This design comes from an exercise in tuning for small area, a short achievable clock period and few clock cycles on the open sky130 flow, not from production work.
The RTL was checked by simulation tests, not by an equivalence proof against the original design.
No activity file was given, so power comes from the tool's default toggle rates.

**design.v**
```verilog
package scb_pkg;
    localparam int COLS  = 84;           
    localparam int PAGES = 6;            
    localparam int ROWS  = 8 * PAGES;    
    localparam logic [1:0] MODE_DRAW  = 2'd0;
    localparam logic [1:0] MODE_CLEAR = 2'd1;
    localparam logic [1:0] MODE_READ  = 2'd2;
endpackage
module scb_store (
    input  logic                      clk,
    input  logic [scb_pkg::COLS-1:0]  col,
    input  logic [scb_pkg::ROWS-1:0]  row_set,
    input  logic [scb_pkg::ROWS-1:0]  row_kill,
    output logic [scb_pkg::ROWS-1:0]  row_rd
);
    logic [scb_pkg::ROWS-1:0][scb_pkg::COLS-1:0] pix_q;
    always_ff @(posedge clk)
    begin
        for (int y = 0; y < scb_pkg::ROWS; y++)
            for (int x = 0; x < scb_pkg::COLS; x++)
                pix_q[y][x] <= (pix_q[y][x] && !(col[x] && row_kill[y]))
                            || (col[x] && row_set[y]);
    end
    always_comb
    begin
        for (int y = 0; y < scb_pkg::ROWS; y++)
            row_rd[y] = |(pix_q[y] & col);
    end
endmodule
module scaled_column_blit_framebuffer_unit (
    input  logic        clk,
    input  logic        rst_n,
    input  logic        s_axis_tvalid,
    output logic        s_axis_tready,
    input  logic [55:0] s_axis_tdata,
    input  logic [1:0]  s_axis_tuser,
    output logic        m_axis_tvalid,
    input  logic        m_axis_tready,
    output logic [7:0]  m_axis_tdata
);
    localparam int COLS  = scb_pkg::COLS;
    localparam int PAGES = scb_pkg::PAGES;
    localparam int ROWS  = scb_pkg::ROWS;
    localparam int QD    = 5;                
    logic [1:0]  mode;
    logic [7:0]  column_bits;
    logic [7:0]  origin_x;
    logic [6:0]  origin_y;
    logic [9:0]  offset_x;
    logic [5:0]  offset_page;
    logic [1:0]  scale_log;
    logic        invert;
    logic [2:0]  read_page;
    logic [6:0]  read_column;
    assign mode        = s_axis_tuser;
    assign column_bits = s_axis_tdata[7:0];
    assign origin_x    = s_axis_tdata[15:8];
    assign origin_y    = s_axis_tdata[22:16];
    assign offset_x    = s_axis_tdata[32:23];
    assign offset_page = s_axis_tdata[38:33];
    assign scale_log   = s_axis_tdata[40:39];
    assign invert      = s_axis_tdata[41];
    assign read_page   = s_axis_tdata[44:42];
    assign read_column = s_axis_tdata[51:45];
    logic rdy_q;
    logic accept;
    assign accept = s_axis_tvalid && rdy_q;
    logic signed [11:0] v_in, u_in;
    logic signed [7:0]  pg0_in;
    assign v_in   = (mode == scb_pkg::MODE_READ)
                  ? 12'(read_column)
                  : 12'($signed(origin_x)) + 12'($unsigned(offset_x));
    assign u_in   = (mode == scb_pkg::MODE_READ)
                  ? 12'(read_column) + 12'sd1
                  : 12'($signed(origin_x)) + 12'($unsigned(offset_x))
                    + 12'($unsigned(4'd1 << scale_log));
    assign pg0_in = 8'($signed(origin_y[6:3])) + 8'($unsigned(offset_page));
    logic        a_draw, a_clear, a_read;
    logic [6:0]  a_v, a_u;      
    logic        a_vneg;        
    logic        a_vbig;        
    logic        a_uneg;
    logic        a_ubig;
    logic [1:0]  a_sl;          
    logic [7:0]  a_src;
    logic [2:0]  a_ph;
    logic [3:0]  a_g;
    logic        a_g_ok;
    logic [2:0]  a_rp;
    always_ff @(posedge clk or negedge rst_n)
    begin
        if (!rst_n)
        begin
            a_draw  <= 1'b0;
            a_clear <= 1'b0;
            a_read  <= 1'b0;
        end
        else
        begin
            a_draw  <= accept && (mode == scb_pkg::MODE_DRAW);
            a_clear <= accept && (mode == scb_pkg::MODE_CLEAR);
            a_read  <= accept && (mode == scb_pkg::MODE_READ);
        end
    end
    always_ff @(posedge clk)
    begin
        a_v    <= v_in[6:0];
        a_vneg <= v_in[11];
        a_vbig <= !v_in[11] && (|v_in[10:7]);
        a_u    <= u_in[6:0];
        a_uneg <= u_in[11];
        a_ubig <= !u_in[11] && (|u_in[10:7]);
        a_sl   <= scale_log;
        a_src  <= column_bits ^ {8{invert}};
        a_ph   <= origin_y[2:0];
        a_g    <= {~pg0_in[3], pg0_in[2:0]};
        a_g_ok <= (pg0_in[7:3] == 5'b11111) || (pg0_in[7:3] == 5'b00000);
        a_rp   <= read_page;
    end
    function automatic logic le7(input logic [6:0] v, input int c);
        logic r;
        r = 1'b1;
        for (int i = 0; i < 7; i++)
            if (c[i])
                r = !v[i] || r;
            else
                r = !v[i] && r;
        le7 = r;
    endfunction
    logic [COLS-1:0] col_in;
    always_comb
    begin
        logic lo_le, hi_le;
        for (int x = 0; x < COLS; x++)
        begin
            lo_le     = a_vneg || (!a_vbig && le7(a_v, x));
            hi_le     = a_uneg || (!a_ubig && le7(a_u, x));
            col_in[x] = a_clear || ((a_draw || a_read) && lo_le && !hi_le);
        end
    end
    logic [ROWS-1:0]       set_in, kill_in;   
    logic [PAGES-1:0]      rp_n;
    logic [PAGES-1:0]      in_a, in_b;
    logic [PAGES-1:0][2:0] qa, qb;
    logic [7:0]            lt;
    logic [7:0][2:0]       mk;
    always_comb
    begin
        logic [4:0] ea, eb;
        logic [2:0] idx;
        logic [2:0] ql;
        for (int p = 0; p < PAGES; p++)
        begin
            in_a[p] = 1'b0;
            in_b[p] = 1'b0;
            qa[p]   = '0;
            qb[p]   = '0;
            ea      = '0;
            eb      = '0;
            for (int gv = 0; gv < 16; gv++)
                if (a_g == 4'(gv))
                begin
                    ea = 5'(p + 8 - gv);
                    eb = 5'(p + 7 - gv);
                    in_a[p] = a_g_ok && (p + 8 - gv >= 0) && (ea[4:3] == 2'b00)
                           && ((ea[2:0] >> a_sl) == 3'd0);
                    in_b[p] = a_g_ok && (p + 7 - gv >= 0) && (eb[4:3] == 2'b00)
                           && ((eb[2:0] >> a_sl) == 3'd0);
                    qa[p]   = ea[2:0];
                    qb[p]   = eb[2:0];
                end
        end
        for (int k = 0; k < 8; k++)
        begin
            lt[k] = 1'b0;
            mk[k] = '0;
            for (int f = 0; f < 8; f++)
                if (a_ph == 3'(f))
                begin
                    lt[k] = (k < f);
                    mk[k] = 3'(k - f);
                end
        end
        for (int p = 0; p < PAGES; p++)
            for (int k = 0; k < 8; k++)
            begin
                ql  = lt[k] ? qb[p] : qa[p];
                idx = 3'({ql, mk[k]} >> a_sl);
                set_in[8*p+k]  = a_draw && (lt[k] ? in_b[p] : in_a[p]) && a_src[idx];
                kill_in[8*p+k] = a_clear
                              || (a_draw && (lt[k] ? in_b[p] : in_a[p]) && !a_src[idx]);
            end
        for (int p = 0; p < PAGES; p++)
            rp_n[p] = (a_rp == 3'(p));
    end
    logic [COLS-1:0]  b_col;
    logic [ROWS-1:0]  b_set;
    logic [ROWS-1:0]  b_kill;
    logic [PAGES-1:0] b_rp;
    logic             b_rd;
    logic [ROWS-1:0]  row_rd;
    logic [7:0]       rd_byte;
    always_ff @(posedge clk or negedge rst_n)
    begin
        if (!rst_n)
        begin
            b_col  <= '1;
            b_set  <= '0;
            b_kill <= '1;
            b_rd   <= 1'b0;
        end
        else
        begin
            b_col  <= col_in;
            b_set  <= set_in;
            b_kill <= kill_in;
            b_rd   <= a_read;
        end
    end
    always_ff @(posedge clk)
        b_rp <= rp_n;
    scb_store u_store (
        .clk      (clk),
        .col      (b_col),
        .row_set  (b_set),
        .row_kill (b_kill),
        .row_rd   (row_rd)
    );
    logic [ROWS-1:0]  c_row;
    logic [PAGES-1:0] c_rp;
    logic             c_rd;
    always_ff @(posedge clk or negedge rst_n)
    begin
        if (!rst_n)
            c_rd <= 1'b0;
        else
            c_rd <= b_rd;
    end
    always_ff @(posedge clk)
    begin
        c_row <= row_rd;
        c_rp  <= b_rp;
    end
    always_comb
    begin
        rd_byte = '0;
        for (int p = 0; p < PAGES; p++)
            rd_byte = rd_byte | (c_row[8*p +: 8] & {8{c_rp[p]}});
    end
    logic [7:0]  q_data [QD];
    logic [2:0]  q_cnt;         
    logic        q_v;           
    logic [2:0]  owed;          
    logic        take;
    logic        acc_rd;
    logic [2:0]  q_cnt_n;
    logic [2:0]  owed_n;
    assign take    = q_v && m_axis_tready;
    assign acc_rd  = accept && (mode == scb_pkg::MODE_READ);
    assign q_cnt_n = q_cnt + 3'(c_rd) - 3'(take);
    assign owed_n  = owed + 3'(acc_rd) - 3'(take);
    always_ff @(posedge clk or negedge rst_n)
    begin
        if (!rst_n)
        begin
            q_cnt  <= '0;
            q_v    <= 1'b0;
            owed   <= '0;
        end
        else
        begin
            q_cnt  <= q_cnt_n;
            q_v    <= (q_cnt_n != 3'd0);
            owed   <= owed_n;
        end
    end
    always_ff @(posedge clk)
        rdy_q <= !rst_n || (owed_n < 3'(QD));
    always_ff @(posedge clk)
    begin
        for (int i = 0; i < QD; i++)
        begin
            if (take)
            begin
                if (c_rd && (3'(i + 1) == q_cnt))
                    q_data[i] <= rd_byte;
                else if (i + 1 < QD)
                    q_data[i] <= q_data[i + 1];
            end
            else if (c_rd && (3'(i) == q_cnt))
                q_data[i] <= rd_byte;
        end
    end
    assign s_axis_tready = rdy_q;
    assign m_axis_tvalid = q_v;
    assign m_axis_tdata  = q_data[0];
endmodule
```
**run.sh**
```bash
#!/bin/bash
# synth_recipe.tcl (not shown) runs the flow's synth.tcl, then flattens the netlist and writes it again
# the make line also repeats each setting of config.mk as NAME=value (left out here)
make -C /OpenROAD-flow-scripts/flow DESIGN_CONFIG=/design/flow/config.mk WORK_HOME=/design/flow/orfs CLKGATE_MAP_FILE= SYNTH_SCRIPT=/design/flow/synth_recipe.tcl finish
```
**config.mk**
```make
export PLATFORM = sky130hd
export DESIGN_NAME = scaled_column_blit_framebuffer_unit
export DESIGN_NICKNAME = scaled_column_blit_framebuffer_unit
export VERILOG_FILES = /design/flow/design.v
export SDC_FILE = /design/flow/constraint.sdc
export NUM_CORES = 4
export LEC_CHECK = 0
export ABC_CLOCK_PERIOD_IN_PS = 2500
export CAP_MARGIN = 20
export CORE_MARGIN = 2
export CORE_UTILIZATION = 40
export CTS_CLUSTER_DIAMETER = 150
export CTS_CLUSTER_SIZE = 18
export PLACE_DENSITY = 0.45
export SETUP_SLACK_MARGIN = 4.8
export SLEW_MARGIN = 20
export SYNTH_MEMORY_MAX_BITS = 8192
```
**constraint.sdc**
```tcl
create_clock -name core_clock -period 8.0 [get_ports {clk}]
set_input_delay 1.6000 -clock core_clock [delete_from_list [all_inputs] [get_ports {clk}]]
set_output_delay 1.6000 -clock core_clock [all_outputs]
set_load 0.01 [all_outputs]
```
==> results.py, run 1 <==
metrics = {
    "yosys": {
        "netlist_area_um2": 179000,
        "yosys.area.top_type": "dfxtp_1",
        "synth.distinct_cells": 105,
        "synth_cells": 19200,
        "synth_nets": 19300,
        "yosys-top-cells-area": "dfxtp_1 (46%), a22o_1 (22%), nand2_1 (9.1%)",
        "synth_edf_count": 16,
        "synth_seq_cells": 4364,
        "synth-main-ff-cell": "dfxtp_1",
        "synth_top_area_share": 0.465,
        "synth-seq-area-share": 0.495,
        "yosys_warnings": 3,
        "syn_avg_cell_area_um2": 9.32,
        "async_flop_share": 0.0440,
    },
    "timing": {
        "period_share": 0.401,
        "grt_setup_unrepaired": "true",
        "period_needed_ns": 3.21,
        "skew_ns": 0.0485,
        "hold_viol_final": 0,
        "setup_tns_ns": 0,
        "fmax_ghz": 0.312,
        "setup_viol": 0,
        "tightest_slew_ns": 1.16,
        "slew_violations": 0,
        "slew_headroom": 0.225,
    },
    "critical_path": {
        "required_ns": 8.86,
        "crit_family": "compound AO/OA/AOI/OAI gates",
        "path_cells": "buf_6 -> ha_4 -> fa_2 -> a211oi_4 -> o21bai_1 -> a21oi_2 -> xnor2_2 -> o2111ai_4 -> nor4_4 -> mux2_4 -> a311oi_2",
        "slowest_delay_ns": 0.40,
        "cp.arrival_ns": 4.07,
        "critPathSlowestCell": "fa_2",
        "worstSetupPathType": "input port to flip-flop",
        "critPathCaptureType": "flip-flop",
        "cp-start-kind": "input port",
        "crit_buf_inv": 1,
        "critPathMaxFanout": 3,
    },
    "route": {
        "drt-initial-drc-count": 16300,
        "vias_per_cell": 6.13,
        "drc": 0,
        "first_pass_iters": 6,
        "wl_per_cell_um": 32.0,
        "wirelength_mm": 757,
        "detail-route-antenna-nets": 0,
        "vias": 145000,
    },
    "floorplan": {
        "core_area_um2": 445000,
        "die_h_um": 673,
        "die_x_um": 673,
        "rows": 245,
        "ios": 72,
        "dieArea_um2": 453000,
        "start_util": 0.402,
    },
    "global_routing": {
        "grt.overflow.total": 0,
        "first_global_vias": 130000,
        "antenna_found_initial": 30,
        "grt_pass1_wl_mm": 1060,
        "gr-usage-all-layers": 0.320,
        "grt_max_degree": 132,
    },
    "run_status": {
        "status": "timing/DRC/antenna clean",
    },
    "clocking": {
        "numCtsBuffers": 280,
        "clockBufferDepth": 4,
        "cts_tree": "done",
        "htree_levels": 5,
        "clock-sinks": 4364,
        "cts-root-buf": "clkbuf_16",
        "clkTransAtPathRegs_ns": 0.08,
        "clock_latency_ns": 0.98,
        "cts_hold_buf": 0,
    },
    "final_layout": {
        "drive_above_1_share": 0.0728,
        "final_cell_mix": "a22o_1 (4426), nand2_1 (4319), dfxtp_1 (4148), a22oi_1 (1260), buf_4 (459)",
        "fin_area_um2": 192000,
        "final_common_cell": "a22o_1",
        "final_nets": 17800,
        "stdcell_count": 23700,
        "area_growth_pct": 7.17,
    },
    "pwr": {
        "p_per_area_nw_per_um2": 278,
        "peakVddDrop_mv": 0.156,
        "p_leak_nw": 67.4,
    },
    "place": {
        "placed_cells": 23300,
        "placed_area_um2": 183000,
        "gp_congestion": 0.906,
        "hpwl_mm": 454,
        "port_buffers": 67,
    },
    "flow_run": {
        "drv_cap": 0,
    },
    "min_path": {
        "hold_class": "flip-flop to flip-flop",
    },
}
## cell families after synthesis
family	count (synthesis)	share of synthesized area
AOI/OAI and AO/OA	6786	0.314
xor gates and xnor gates	41	0.00201
adders and majority gates	36	0.00273
buffers and inverters	2434	0.0515
DFF	4364	0.495
muxes	194	0.0127
and+or+nand+nor	5355	0.122
## area by class of cell
type                            instances  area [um^2]
Multi-Input combinational cell      12400        82100
Tap cell                             5928         7420
Fill cell                           42200       254000
Antenna cell                           15         37.5
Clock inverter                          5         46.3
Clock buffer                          324         7450
Timing Repair Buffer                  607         5660
Inverter                               34          145
Sequential cell                      4364        89000
## worst paths after layout
check                                  from   endpoint  slack, ns  depth (start not counted)
hold reg to reg                     b_rp[5]    c_rp[5]       0.33                          0
setup / recovery           s_axis_tdata[23]     a_ubig       4.79                         11
max in group asynchronous             rst_n     a_draw       6.08                          2
min in group asynchronous             rst_n  b_set[31]       0.61                          1
setup reg to reg                   b_col[0]  c_row[11]       4.86                          6
hold / removal                      b_rp[5]    c_rp[5]       0.33                          0
## state kept, by name, summed over array words and instances, names as in the netlist, 4 cells and up
name	cells
b_kill	48
a_v	7
c_row	48
a_u	7
q_data	40
b_col	84
u_store.pix_q	4032
c_rp	6
a_g	4
a_src	8
b_rp	6
b_set	48
## routing by layer
layer  wire [um]  global-route usage  vias up
li1            -                   -    67700
met1      360000               0.468    72600
met2      340000               0.509     4241
met3       36300              0.0276      728
met4       20600              0.0773       10
met5          92                   0        -
## stage by stage
step	utilization	worst slack [ns]	total power, mW	hold WS, ns
floorplan	-	4.00	33.2	0.310
global route	0.431	4.68	55.3	0.338
finish	0.431	4.79	53.4	0.331
detailed placement	0.411	3.21	38.9	0.312
global placement	0.411	3.18	38.9	0.311
CTS	0.429	4.72	53.5	0.331
## report_power, final
part	internal, mW	leakage, nW	switching, mW
Clock	6.58	3.67	7.99
Combinational	3.60	27.7	7.40
Sequential	24.8	36.0	3.03
Total	34.9	67.4	18.4
## synth_stat cells (10+ instances only)
master,count
a211oi_1,11
a21o_1,24
a21oi_1,194
a221o_1,10
a221oi_1,414
a22o_1,4426
a22oi_1,1261
a31o_2,24
a31oi_1,20
and2_1,15
buf_1,852
buf_2,32
clkbuf_1,1508
dfrtp_1,60
dfstp_2,132
dfxtp_1,4156
edfxtp_1,16
ha_1,31
inv_1,31
mux2_2,19
mux2i_1,150
mux4_2,25
nand2_1,4324
nand2b_1,18
nand3_1,194
nand4_1,335
nor2_1,173
nor2b_1,27
nor3_1,184
nor3b_1,19
o211ai_1,47
o21ai_0,238
o31ai_1,11
or2_2,19
xnor2_1,25
xor2_1,16
## timing repair
action	CTS	global route
pin swaps	22	37
cloned	1	2
endpoints found under the setup margin	107	88
setup buffers	21	32
gates resized for setup	143	105
Testbench counts, summed over its fixed seeds: cycles 3,232.
==> run 2: changes to the inputs <==
--- a/config.mk
+++ b/config.mk
@@ -12,6 +12,6 @@
 export CTS_CLUSTER_DIAMETER = 150
 export CTS_CLUSTER_SIZE = 18
 export PLACE_DENSITY = 0.45
-export SETUP_SLACK_MARGIN = 4.8
+export SETUP_SLACK_MARGIN = 5.0
 export SLEW_MARGIN = 20
 export SYNTH_MEMORY_MAX_BITS = 8192
==> run 2 against run 1 <==
  * Combinational power rose by 4%
  * Critical path depth fell by 10
  * Die area did not move
  * Sequential share of layout area fell by 0.31 points
==> results.py, run 2 <==
metrics = {
    "run_status": {
        "status": "timing/DRC/antenna clean",
    },
    "final_layout": {
        "area_growth_pct": 7.89,
        "drive_above_1_share": 0.0816,
        "final_cell_mix": "a22o_1 (4426), nand2_1 (4316), dfxtp_1 (4147), a22oi_1 (1256), buf_4 (521)",
        "n_fill_cell": 42100,
        "largest_register_ffs": 4032,
        "reg.largest.list": "u_store.pix_q: 4032 flops, b_col: 84 flops",
        "final_nets": 17900,
        "top_register": "u_store.pix_q",
        "final_common_cell": "a22o_1",
    },
    "timing": {
        "period_share": 0.391,
        "grt_setup_unrepaired": "true",
        "setup_viol": 0,
        "worst_slack_ns": 4.87,
        "hold_slack_ns": 0.330,
        "hold_viol_final": 0,
        "slew_headroom": 0.187,
        "skew_ns": 0.0316,
        "setup_tns_ns": 0,
        "slew_violations": 0,
        "period_needed_ns": 3.13,
        "fmax_ghz": 0.319,
        "tightest_slew_ns": 1.21,
    },
    "clocking": {
        "cts-root-buf": "clkbuf_16",
        "clock_latency_ns": 0.99,
        "clockBufferDepth": 4,
        "cts_tree": "done",
        "htree_levels": 5,
        "numCtsBuffers": 280,
        "clkTransAtPathRegs_ns": 0.08,
        "clock-sinks": 4364,
        "cts_hold_buf": 0,
    },
    "yosys": {
        "synth_seq_cells": 4364,
        "synth.distinct_cells": 105,
        "yosys.area.top_type": "dfxtp_1",
        "synth_top_area_share": 0.465,
        "synth_cells": 19200,
        "synth_commonest_cells": "a22o_1 (4426), nand2_1 (4324), dfxtp_1 (4156)",
        "syn_avg_cell_area_um2": 9.32,
        "synth_most_common_cell": "a22o_1",
        "netlist_area_um2": 179000,
        "synth-seq-area-share": 0.495,
        "synth_nets": 19300,
        "synth-main-ff-cell": "dfxtp_1",
        "synth_edf_count": 16,
        "async_flop_share": 0.0440,
        "yosys-top-cells-area": "dfxtp_1 (46%), a22o_1 (22%), nand2_1 (9.1%)",
        "yosys_warnings": 3,
    },
    "place": {
        "hpwl_mm": 460,
        "place_ws_ns": 3.21,
        "gp_congestion": 0.870,
        "port_buffers": 67,
    },
    "floorplan": {
        "die_x_um": 673,
        "dieArea_um2": 453000,
        "rows": 245,
        "ios": 72,
        "die_h_um": 673,
        "core_area_um2": 445000,
        "start_util": 0.402,
    },
    "pwr": {
        "peakVddDrop_mv": 0.208,
        "pwr-share-seq": 0.514,
        "power.net_switching_mw": 18.6,
        "p_leak_nw": 68.0,
        "p_total_mw": 53.7,
        "sw_frac_of_total": 0.346,
        "p_int_mw": 35.1,
        "p_clk_frac": 0.275,
        "p_per_area_nw_per_um2": 278,
        "combPwrFrac": 0.211,
    },
    "route": {
        "drc": 0,
        "wirelength_mm": 758,
        "vias": 146000,
        "first_pass_iters": 6,
        "drt-initial-drc-count": 16100,
        "wl_per_cell_um": 31.9,
        "detail-route-antenna-nets": 0,
        "vias_per_cell": 6.12,
    },
    "global_routing": {
        "grt.overflow.total": 0,
        "grt_pass1_wl_mm": 1060,
        "antenna_found_initial": 26,
        "first_global_vias": 131000,
        "gr-usage-all-layers": 0.320,
        "grt_max_degree": 98,
    },
    "critical_path": {
        "worstSetupPathType": "flip-flop to output port",
        "path_cells": "buf_2",
        "critPathCaptureType": "output port",
        "crit_buf_inv": 1,
        "critPathSlowestCell": "edfxtp_1",
        "critPathMaxFanout": 1,
        "cp-start-kind": "flip-flop",
        "slowest_delay_ns": 0.40,
        "cp.arrival_ns": 1.53,
        "required_ns": 6.40,
        "crit_family": "flip-flops",
    },
    "min_path": {
        "hold_class": "flip-flop to flip-flop",
    },
    "flow_run": {
        "drv_cap": 0,
    },
}
run 2: changes by cell type in the layout (fill, tap and decap cells not counted), moves of 10 or more:
| cell | delta |
|---|---|
| nor3_2 | +10 |
| buf_6 | +16 |
| buf_4 | +62 |
| nor3_1 | -10 |
| dlygate4sd2_1 | +12 |
run 2: final timing paths:
check	slack, ns	depth (start not counted)	from	end
min in group asynchronous	0.72	1	rst_n	b_set[15]
setup / recovery	4.87	1	q_data[0][7]	m_axis_tdata[7]
setup reg to reg	4.95	11	a_ph[0]	b_set[43]
hold / removal	0.33	0	b_rp[5]	c_rp[5]
max in group asynchronous	6.16	2	rst_n	a_draw
hold reg to reg	0.33	0	b_rp[5]	c_rp[5]
run 2: logic make-up after synthesis:
kind of cell	Yosys count	synth area share
xor gates and xnor gates	41	0.00201
DFF	4364	0.495
muxes	194	0.0127
adders and majority gates	36	0.00273
AOI/OAI and AO/OA	6786	0.314
and+or+nand+nor	5355	0.122
buffers and inverters	2434	0.0515
run 2: per-layer routing:
layer | vias up | track usage | part of all wire
met5 | - | 0 | 0.000042
li1 | 67900 | - | -
met2 | 4286 | 0.510 | 0.45
met1 | 72600 | 0.466 | 0.47
met3 | 745 | 0.0261 | 0.048
met4 | 4 | 0.0831 | 0.030
run 2: per-stage QoR:
| stage | std cells | util | cell area [um^2] |
|---|---|---|---|
| 2_1_floorplan | 19200 | - | 179000 |
| 3_3_place_gp | 23300 | 0.412 | 183000 |
| 3_5_place_dp | 23300 | 0.412 | 183000 |
| 4_1_cts | 23700 | 0.432 | 192000 |
| 5_1_grt | 23800 | 0.434 | 193000 |
| 6_report | 23800 | 0.434 | 193000 |
run 2: layout make-up:
class,instances,area [um^2],share of cell area
Sequential cell,4364,89100,0.461
Multi-Input combinational cell,12400,82600,0.427
Clock buffer,325,7540,0.0390
Tap cell,5928,7420,0.0384
Timing Repair Buffer,686,6310,0.0327
Inverter,34,151,0.000784
Clock inverter,12,145,0.000751
Antenna cell,8,20.0,0.000104
Timing Repair inverter,1,8.76,0.0000453
run 2: power by group through the flow:
stage | Clock (mW) | Sequential [mW] | Combinational (mW)
after floorplan | 0 | 26.2 | 6.96
after global placement | 0 | 28.0 | 10.9
after detailed placement | 0 | 28.0 | 11.0
after CTS | 15.1 | 27.5 | 11.2
after global routing | 15.8 | 27.8 | 12.0
final | 14.8 | 27.6 | 11.4
run 2: repair_timing:
item	in CTS	in global routing
resized for setup	245	128
gates cloned	3	1
endpoints found under the setup margin	161	112
pin swaps	56	50
hold endpoints to repair	0	0
setup buffers	75	30
==> run 3: changes to the inputs <==
--- a/config.mk
+++ b/config.mk
@@ -8,10 +8,10 @@
 export ABC_CLOCK_PERIOD_IN_PS = 2500
 export CAP_MARGIN = 20
 export CORE_MARGIN = 2
-export CORE_UTILIZATION = 40
+export CORE_UTILIZATION = 44
 export CTS_CLUSTER_DIAMETER = 150
 export CTS_CLUSTER_SIZE = 18
-export PLACE_DENSITY = 0.45
-export SETUP_SLACK_MARGIN = 5.0
+export PLACE_DENSITY = 0.5
+export SETUP_SLACK_MARGIN = 4.8
 export SLEW_MARGIN = 20
 export SYNTH_MEMORY_MAX_BITS = 8192
==> run 3 against run 2 <==
  * First-iteration DRC count grew 9.1%
  * Power decreased by 0.94%
  * Sequential share of layout area up 0.50 points
  * Global-route usage grew 1.3 points
  * Core utilization grew 3.7 points
  * Combinational power down 4%
  * Register-to-register slack got worse by 0.18 ns
  * Worst hold slack lost 0.00096 ns
  * Critical path depth is 8 higher
  * Clock skew rose by 0.015 ns
  * Die area shrank 9.0%
==> results.py, run 3 <==
metrics = {
    "yosys": {
        "yosys-top-cells-area": "dfxtp_1 (46%), a22o_1 (22%), nand2_1 (9.1%)",
        "yosys_warnings": 3,
        "synth_commonest_cells": "a22o_1 (4426), nand2_1 (4324), dfxtp_1 (4156)",
        "syn_avg_cell_area_um2": 9.32,
        "synth_nets": 19300,
        "synth_seq_cells": 4364,
        "synth-seq-area-share": 0.495,
        "synth-main-ff-cell": "dfxtp_1",
        "synth_top_area_share": 0.465,
        "netlist_area_um2": 179000,
        "yosys.area.top_type": "dfxtp_1",
        "async_flop_share": 0.0440,
        "synth_most_common_cell": "a22o_1",
        "synth.distinct_cells": 105,
        "synth_cells": 19200,
        "synth_edf_count": 16,
    },
    "timing": {
        "tightest_slew_ns": 1.25,
        "setup_tns_ns": 0,
        "setup_viol": 0,
        "slew_headroom": 0.159,
        "period_needed_ns": 3.25,
        "skew_ns": 0.0468,
        "worst_slack_ns": 4.75,
        "fmax_ghz": 0.308,
        "period_share": 0.406,
        "slew_violations": 0,
        "grt_setup_unrepaired": "true",
        "hold_viol_final": 0,
    },
    "final_layout": {
        "area_growth_pct": 6.74,
        "drive_above_1_share": 0.0716,
        "final_common_cell": "a22o_1",
        "final_cell_mix": "a22o_1 (4426), nand2_1 (4318), dfxtp_1 (4147), a22oi_1 (1260), buf_4 (450)",
        "largest_register_ffs": 4032,
        "reg.largest.list": "u_store.pix_q: 4032 flops, b_col: 84 flops",
        "top_register": "u_store.pix_q",
        "stdcell_count": 23200,
        "final_nets": 17800,
        "n_fill_cell": 37700,
    },
    "critical_path": {
        "crit_family": "compound AO/OA/AOI/OAI gates",
        "required_ns": 8.87,
        "cp-start-kind": "input port",
        "r2r-end": "b_kill[23]",
        "slowest_delay_ns": 0.46,
        "reg2reg_depth": 11,
        "critPathSlowestCell": "clkdlybuf4s50_1",
        "critPathCaptureType": "flip-flop",
        "critPathMaxFanout": 3,
        "timing.rr.start": "a_ph[1]",
        "path_cells": "clkdlybuf4s50_1 -> ha_2 -> o21a_1 -> o211ai_1 -> o2111ai_4 -> xnor2_2 -> nor4_4 -> mux2_4 -> a311oi_2",
        "rrSetupSlack_ns": 4.77,
        "startpoint": "s_axis_tdata[14]",
        "worstSetupPathType": "input port to flip-flop",
        "cp.arrival_ns": 4.12,
        "crit_buf_inv": 1,
    },
    "pwr": {
        "p_per_area_nw_per_um2": 279,
        "p_clk_frac": 0.275,
        "p_int_mw": 35.0,
        "sw_frac_of_total": 0.342,
        "combPwrFrac": 0.206,
        "power.net_switching_mw": 18.2,
        "peakVddDrop_mv": 0.201,
        "p_leak_nw": 67.4,
        "pwr-share-seq": 0.519,
    },
    "clocking": {
        "clock_latency_ns": 0.98,
        "numCtsBuffers": 280,
        "clkTransAtPathRegs_ns": 0.08,
        "cts_hold_buf": 0,
        "clockBufferDepth": 4,
        "cts-root-buf": "clkbuf_16",
        "cts_tree": "done",
        "htree_levels": 5,
        "clock-sinks": 4364,
    },
    "min_path": {
        "holdPathEnd": "c_rp[5]",
        "hp-start": "b_rp[5]",
        "hold_depth": 0,
        "hold_class": "flip-flop to flip-flop",
    },
    "route": {
        "vias_per_cell": 6.26,
        "wirelength_mm": 722,
        "wl_per_cell_um": 31.1,
        "first_pass_iters": 8,
        "drt-initial-drc-count": 17500,
        "vias": 145000,
        "detail-route-antenna-nets": 0,
        "drc": 0,
    },
    "place": {
        "gp_congestion": 0.919,
        "place_ws_ns": 3.24,
        "hpwl_mm": 433,
        "placed_cells": 22800,
        "port_buffers": 67,
    },
    "global_routing": {
        "antenna_found_initial": 26,
        "grt_pass1_wl_mm": 1010,
        "first_global_vias": 129000,
        "grt_max_degree": 98,
        "grt.overflow.total": 0,
        "gr-usage-all-layers": 0.333,
    },
    "floorplan": {
        "start_util": 0.441,
        "die_h_um": 642,
        "die_x_um": 642,
        "ios": 72,
        "core_area_um2": 406000,
        "rows": 234,
        "dieArea_um2": 412000,
    },
    "flow_run": {
        "drv_cap": 0,
    },
    "run_status": {
        "status": "timing/DRC/antenna clean",
    },
}
==> run 3: stage by stage <==
stage | hold WS (ns) | total power [mW] | cell area (um^2) | util
5_1_grt | 0.334 | 55.1 | 191000 | 0.471
3_3_place_gp | 0.312 | 38.6 | 182000 | 0.450
4_1_cts | 0.329 | 53.3 | 191000 | 0.470
2_1_floorplan | 0.310 | 33.2 | 179000 | -
3_5_place_dp | 0.312 | 38.8 | 182000 | 0.450
6_report | 0.329 | 53.2 | 191000 | 0.471
==> run 3: power groups by stage <==
| stage | combinational (mW) | sequential, mW | clock, mW |
|---|---|---|---|
| after floorplan | 6.95 | 26.2 | 0 |
| after global placement | 10.6 | 28.0 | 0 |
| after detailed placement | 10.8 | 28.0 | 0 |
| after CTS | 10.8 | 27.5 | 14.9 |
| after global routing | 11.6 | 27.9 | 15.6 |
| final | 11.0 | 27.6 | 14.6 |
==> run 3: worst max-delay path by stage <==
stage,endpoint,slack (ns),cells past startpoint
floorplan,a_ubig,4.00,10
global placement,a_ubig,3.23,11
detailed placement,a_ubig,3.24,11
CTS,b_kill[23],4.72,9
global route,a_ubig,4.69,9
finish,a_ubig,4.75,9
==> run 3: layout make-up <==
type | count | area, um^2 | area share
Inverter | 34 | 141 | 0.000740
Antenna cell | 17 | 42.5 | 0.000223
Timing Repair Buffer | 595 | 5490 | 0.0287
Multi-Input combinational cell | 12400 | 81900 | 0.428
Clock buffer | 330 | 7620 | 0.0399
Sequential cell | 4364 | 89100 | 0.466
Clock inverter | 9 | 93.8 | 0.000491
Tap cell | 5428 | 6790 | 0.0355
==> run 3: per-layer routing <==
metal	routed length, um	up-vias	share of wire	GRT usage
met5	29	-	0.000040	0
met4	21900	4	0.030	0.0947
met3	40000	765	0.055	0.0326
met2	324000	4685	0.45	0.526
met1	336000	72000	0.47	0.483
li1	-	67700	-	-
==> run 3: cell families after synthesis <==
group,Yosys count,synth area share
buffers and inverters,2434,0.0515
multiplexers,194,0.0127
XOR/XNOR,41,0.00201
AO/OA/AOI/OAI,6786,0.314
AND/OR/NAND/NOR,5355,0.122
flip-flops,4364,0.495
adder cells (fa/ha/maj),36,0.00273
==> run 3: timing repair <==
item | 4_1_cts | 5_1_grt
endpoints found under the setup margin | 110 | 90
setup buffers | 13 | 23
resized for setup | 124 | 80
gates cloned | 2 | 0
pin swaps | 13 | 33
==> run 3: worst register-to-register path: cells and delay by family, from the launching register on <==
| family | cells | cell delay (ns) |
|---|---|---|
| buffers and inverters | 2 | 0.29 |
| flip-flops | 1 | 0.39 |
| AO/OA/AOI/OAI | 2 | 0.34 |
| multiplexers | 2 | 0.98 |
| adder cells (fa/ha/maj) | 1 | 0.43 |
| AND/OR/NAND/NOR | 4 | 0.76 |
==> run 4: changes to the inputs <==
--- a/design.v
+++ b/design.v
@@ -67,13 +67,9 @@
     assign accept = s_axis_tvalid && rdy_q;
     logic signed [11:0] v_in, u_in;
     logic signed [7:0]  pg0_in;
-    assign v_in   = (mode == scb_pkg::MODE_READ)
-                  ? 12'(read_column)
-                  : 12'($signed(origin_x)) + 12'($unsigned(offset_x));
-    assign u_in   = (mode == scb_pkg::MODE_READ)
-                  ? 12'(read_column) + 12'sd1
-                  : 12'($signed(origin_x)) + 12'($unsigned(offset_x))
-                    + 12'($unsigned(4'd1 << scale_log));
+    assign v_in   = 12'($signed(origin_x)) + 12'($unsigned(offset_x));
+    assign u_in   = 12'($signed(origin_x)) + 12'($unsigned(offset_x))
+                  + 12'($unsigned(4'd1 << scale_log));
     assign pg0_in = 8'($signed(origin_y[6:3])) + 8'($unsigned(offset_page));
     logic        a_draw, a_clear, a_read;
     logic [6:0]  a_v, a_u;      
@@ -87,6 +83,7 @@
     logic [3:0]  a_g;
     logic        a_g_ok;
     logic [2:0]  a_rp;
+    logic [6:0]  a_rc;
     always_ff @(posedge clk or negedge rst_n)
     begin
         if (!rst_n)
@@ -116,6 +113,7 @@
         a_g    <= {~pg0_in[3], pg0_in[2:0]};
         a_g_ok <= (pg0_in[7:3] == 5'b11111) || (pg0_in[7:3] == 5'b00000);
         a_rp   <= read_page;
+        a_rc   <= read_column;
     end
     function automatic logic le7(input logic [6:0] v, input int c);
         logic r;
@@ -135,7 +133,8 @@
         begin
             lo_le     = a_vneg || (!a_vbig && le7(a_v, x));
             hi_le     = a_uneg || (!a_ubig && le7(a_u, x));
-            col_in[x] = a_clear || ((a_draw || a_read) && lo_le && !hi_le);
+            col_in[x] = a_clear || (a_draw && lo_le && !hi_le)
+                     || (a_read && (a_rc == 7'(x)));
         end
     end
     logic [ROWS-1:0]       set_in, kill_in;   
--- a/config.mk
+++ b/config.mk
@@ -8,10 +8,10 @@
 export ABC_CLOCK_PERIOD_IN_PS = 2500
 export CAP_MARGIN = 20
 export CORE_MARGIN = 2
-export CORE_UTILIZATION = 44
+export CORE_UTILIZATION = 40
 export CTS_CLUSTER_DIAMETER = 150
 export CTS_CLUSTER_SIZE = 18
-export PLACE_DENSITY = 0.5
-export SETUP_SLACK_MARGIN = 4.8
+export PLACE_DENSITY = 0.45
+export SETUP_SLACK_MARGIN = 5.0
 export SLEW_MARGIN = 20
 export SYNTH_MEMORY_MAX_BITS = 8192
==> run 4 against run 3 <==
  * Design area up 1.3%
  * Die area rose by 10%
  * Register-to-register slack gained 0.21 ns
  * Power shrank 3.1%
  * Synthesized cell count up 0.19%
  * Non-clock buffer count increased by 96
  * Core utilization down 3.7 points
  * Clock skew down 0.0038 ns
  * Count of clock-buffer cells in the layout shrank 2
  * Global-route usage fell by 0.69 points
  * First-iteration DRC count is 4.1% lower
  * Critical endpoint is now m_axis_tdata[1]
==> results.py, run 4 <==
metrics = {
    "global_routing": {
        "grt.busiest_layer": "met2",
        "use_met2": 0.515,
        "grt_max_degree": 99,
        "grt_use_met3": 0.0282,
        "globalRouteMet1Util": 0.470,
        "gr-usage-all-layers": 0.326,
        "first_global_vias": 131000,
        "grt_pass1_wl_mm": 1070,
        "grt.overflow.total": 0,
        "antenna_found_initial": 29,
    },
    "timing": {
        "period_share": 0.394,
        "setup_viol": 0,
        "worst_slack_ns": 4.85,
        "period_needed_ns": 3.15,
        "grt_setup_unrepaired": "true",
        "slew_violations": 0,
        "hold_viol_final": 0,
        "tightest_slew_ns": 1.18,
        "skew_ns": 0.0429,
        "slew_headroom": 0.206,
        "setup_tns_ns": 0,
        "fmax_ghz": 0.318,
    },
    "critical_path": {
        "worstSetupPathType": "flip-flop to output port",
        "reg2reg_depth": 7,
        "cp.arrival_ns": 1.55,
        "crit_buf_inv": 1,
        "timing.rr.start": "b_col[6]",
        "rrSetupSlack_ns": 4.98,
        "path_cells": "buf_2",
        "cp-start-kind": "flip-flop",
        "critPathCaptureType": "output port",
        "critPathSlowestCell": "edfxtp_1",
        "r2r-end": "c_row[10]",
        "critPathMaxFanout": 1,
        "required_ns": 6.40,
        "slowest_delay_ns": 0.42,
        "crit_family": "flip-flops",
    },
    "route": {
        "detail-route-antenna-nets": 0,
        "wl_per_cell_um": 32.6,
        "first_pass_iters": 6,
        "vias_per_cell": 6.15,
        "vias": 146000,
        "drc": 0,
        "drt-initial-drc-count": 16800,
        "wirelength_mm": 776,
    },
    "yosys": {
        "synth_top_area_share": 0.464,
        "async_flop_share": 0.0439,
        "synth_cells": 19200,
        "yosys-top-cells-area": "dfxtp_1 (46%), a22o_1 (22%), nand2_1 (8.9%)",
        "synth-main-ff-cell": "dfxtp_1",
        "synth_commonest_cells": "a22o_1 (4427), nand2_1 (4271), dfxtp_1 (4163)",
        "syn_avg_cell_area_um2": 9.32,
        "synth-seq-area-share": 0.495,
        "synth_seq_cells": 4371,
        "synth.distinct_cells": 105,
        "netlist_area_um2": 179000,
        "synth_edf_count": 16,
        "yosys_warnings": 3,
        "synth_most_common_cell": "a22o_1",
        "yosys.area.top_type": "dfxtp_1",
        "synth_nets": 19300,
    },
    "final_layout": {
        "post-route-util": 0.434,
        "fin_area_um2": 194000,
        "final_cell_mix": "a22o_1 (4427), nand2_1 (4262), dfxtp_1 (4155), a22oi_1 (1247), buf_4 (511)",
        "drive_above_1_share": 0.0798,
        "largest_register_ffs": 4032,
        "area_growth_pct": 7.95,
        "final_nets": 17900,
        "final_common_cell": "a22o_1",
        "reg.largest.list": "u_store.pix_q: 4032 flops, b_col: 84 flops",
        "n_fill_cell": 42200,
        "top_register": "u_store.pix_q",
    },
    "floorplan": {
        "core_area_um2": 446000,
        "die_h_um": 674,
        "dieArea_um2": 454000,
        "die_x_um": 674,
        "rows": 245,
        "ios": 72,
        "start_util": 0.402,
    },
    "min_path": {
        "hold_depth": 0,
        "holdPathEnd": "c_rp[2]",
        "hold_class": "flip-flop to flip-flop",
        "hp-start": "b_rp[2]",
    },
    "place": {
        "hpwl_mm": 469,
        "gp_congestion": 0.943,
        "placed_area_um2": 184000,
        "place_ws_ns": 3.39,
        "port_buffers": 67,
    },
    "pwr": {
        "p_per_area_nw_per_um2": 266,
        "p_leak_nw": 67.8,
        "peakVddDrop_mv": 0.181,
    },
    "clocking": {
        "numCtsBuffers": 281,
        "cts-root-buf": "clkbuf_16",
        "clkTransAtPathRegs_ns": 0.09,
        "clock_latency_ns": 0.99,
        "htree_levels": 5,
        "cts_hold_buf": 0,
        "clockBufferDepth": 4,
        "cts_tree": "done",
        "clock-sinks": 4371,
    },
    "flow_run": {
        "drv_cap": 0,
    },
    "run_status": {
        "status": "timing/DRC/antenna clean",
    },
}
run 4: cell count changes in the layout (fill, tap and decap cells not counted), sizes merged, moves of 15 or more:
| cell | delta |
|---|---|
| buf | +95 |
| nand2 | -52 |
| a21oi | +43 |
| nor2 | +38 |
| mux2i | +31 |
| a221o | +19 |
| mux4 | -15 |
run 4: cells by family after synthesis:
logic type | Yosys count | synth area share
and+or+nand+nor | 5291 | 0.120
AOI/OAI and AO/OA | 6861 | 0.316
muxes | 216 | 0.0130
buffers and inverters | 2437 | 0.0516
DFF | 4371 | 0.495
xor gates and xnor gates | 36 | 0.00176
adders and majority gates | 35 | 0.00265
run 4: layer usage:
layer / wire length [um] / vias up
li1: - / 68000
met1: 363000 / 72900
met2: 347000 / 4638
met3: 37300 / 895
met4: 27800 / 14
met5: 169 / -
run 4: report_power, final:
group,internal (mW),switching [mW]
Combinational,3.18,6.77
Sequential,24.3,2.44
Clock,6.72,8.12
Total,34.2,17.3
run 4: final cells by class:
cell class                 instances  area (um^2)  share of cell area
timing repair inverter             1         8.76           0.0000452
tap                             5928         7420              0.0383
antenna                           13         32.5            0.000168
sequential                      4371        89200               0.461
inverter                          36          163            0.000840
multi-input combinational      12400        82600               0.426
clock inverter                    10          171            0.000885
clock buffer                     328         7570              0.0391
timing repair buffer             691         6550              0.0338
run 4: timing repair:
item / CTS / global route
setup buffers: 65 / 39
pin swaps: 23 / 47
cloned: 2 / 2
resized for setup: 190 / 157
endpoints found under the setup margin: 168 / 111
run 4: worst max-delay path by stage:
stage / end / from / depth (start not counted)
finish: m_axis_tdata[1] / q_data[0][1] / 1
global route: m_axis_tdata[1] / q_data[0][1] / 1
floorplan: a_ubig / s_axis_tdata[8] / 10
global placement: a_ubig / s_axis_tdata[40] / 10
detailed placement: a_ubig / s_axis_tdata[40] / 10
CTS: m_axis_tdata[1] / q_data[0][1] / 1
run 4: per-stage QoR:
step                      cells  hold slack, ns  total power, mW
after CTS                 23800           0.332             51.6
after floorplan           19200           0.310             31.7
after detailed placement  23400           0.313             36.7
after global placement    23400           0.311             36.7
after global routing      23800           0.337             53.3
final                     23800           0.331             51.6
Testbench counts of run 4, summed over its fixed seeds: cycles 3,232.

[separate check: timing with driven ports]
The flow's constraints put no driver on any port. The routed layouts listed below were extracted and timed again, unchanged, in two steps. Step 1, drivers: a clkbuf_16 drives clk and a buf_2 each remaining input, both assumed. Step 2, shift: input delay + t, output delay - t, t = (earliest + latest rising clock arrival at the registers) / 2. This alone moves slack from input paths to output paths. Three values: ideal, step 1, step 2; two values: the first two.
run | t (ns) | setup slack, ns | worst slew at a driven data input, ns
run 1 | 1.078 | 4.793 / 4.692 / 3.804 | 0.19
run 2 | 1.086 | 4.869 / 4.754 / 3.928 | 0.27
run 3 | 1.070 | 4.754 / 4.710 / 3.776 | 0.27
run 4 | 1.087 | 4.851 / 4.733 / 4.034 | 0.31
After both steps every run listed still meets setup and hold. For run 1, which loses most, drivers alone change the setup slack by -0.101 ns; drivers and shift together by -0.989 ns.
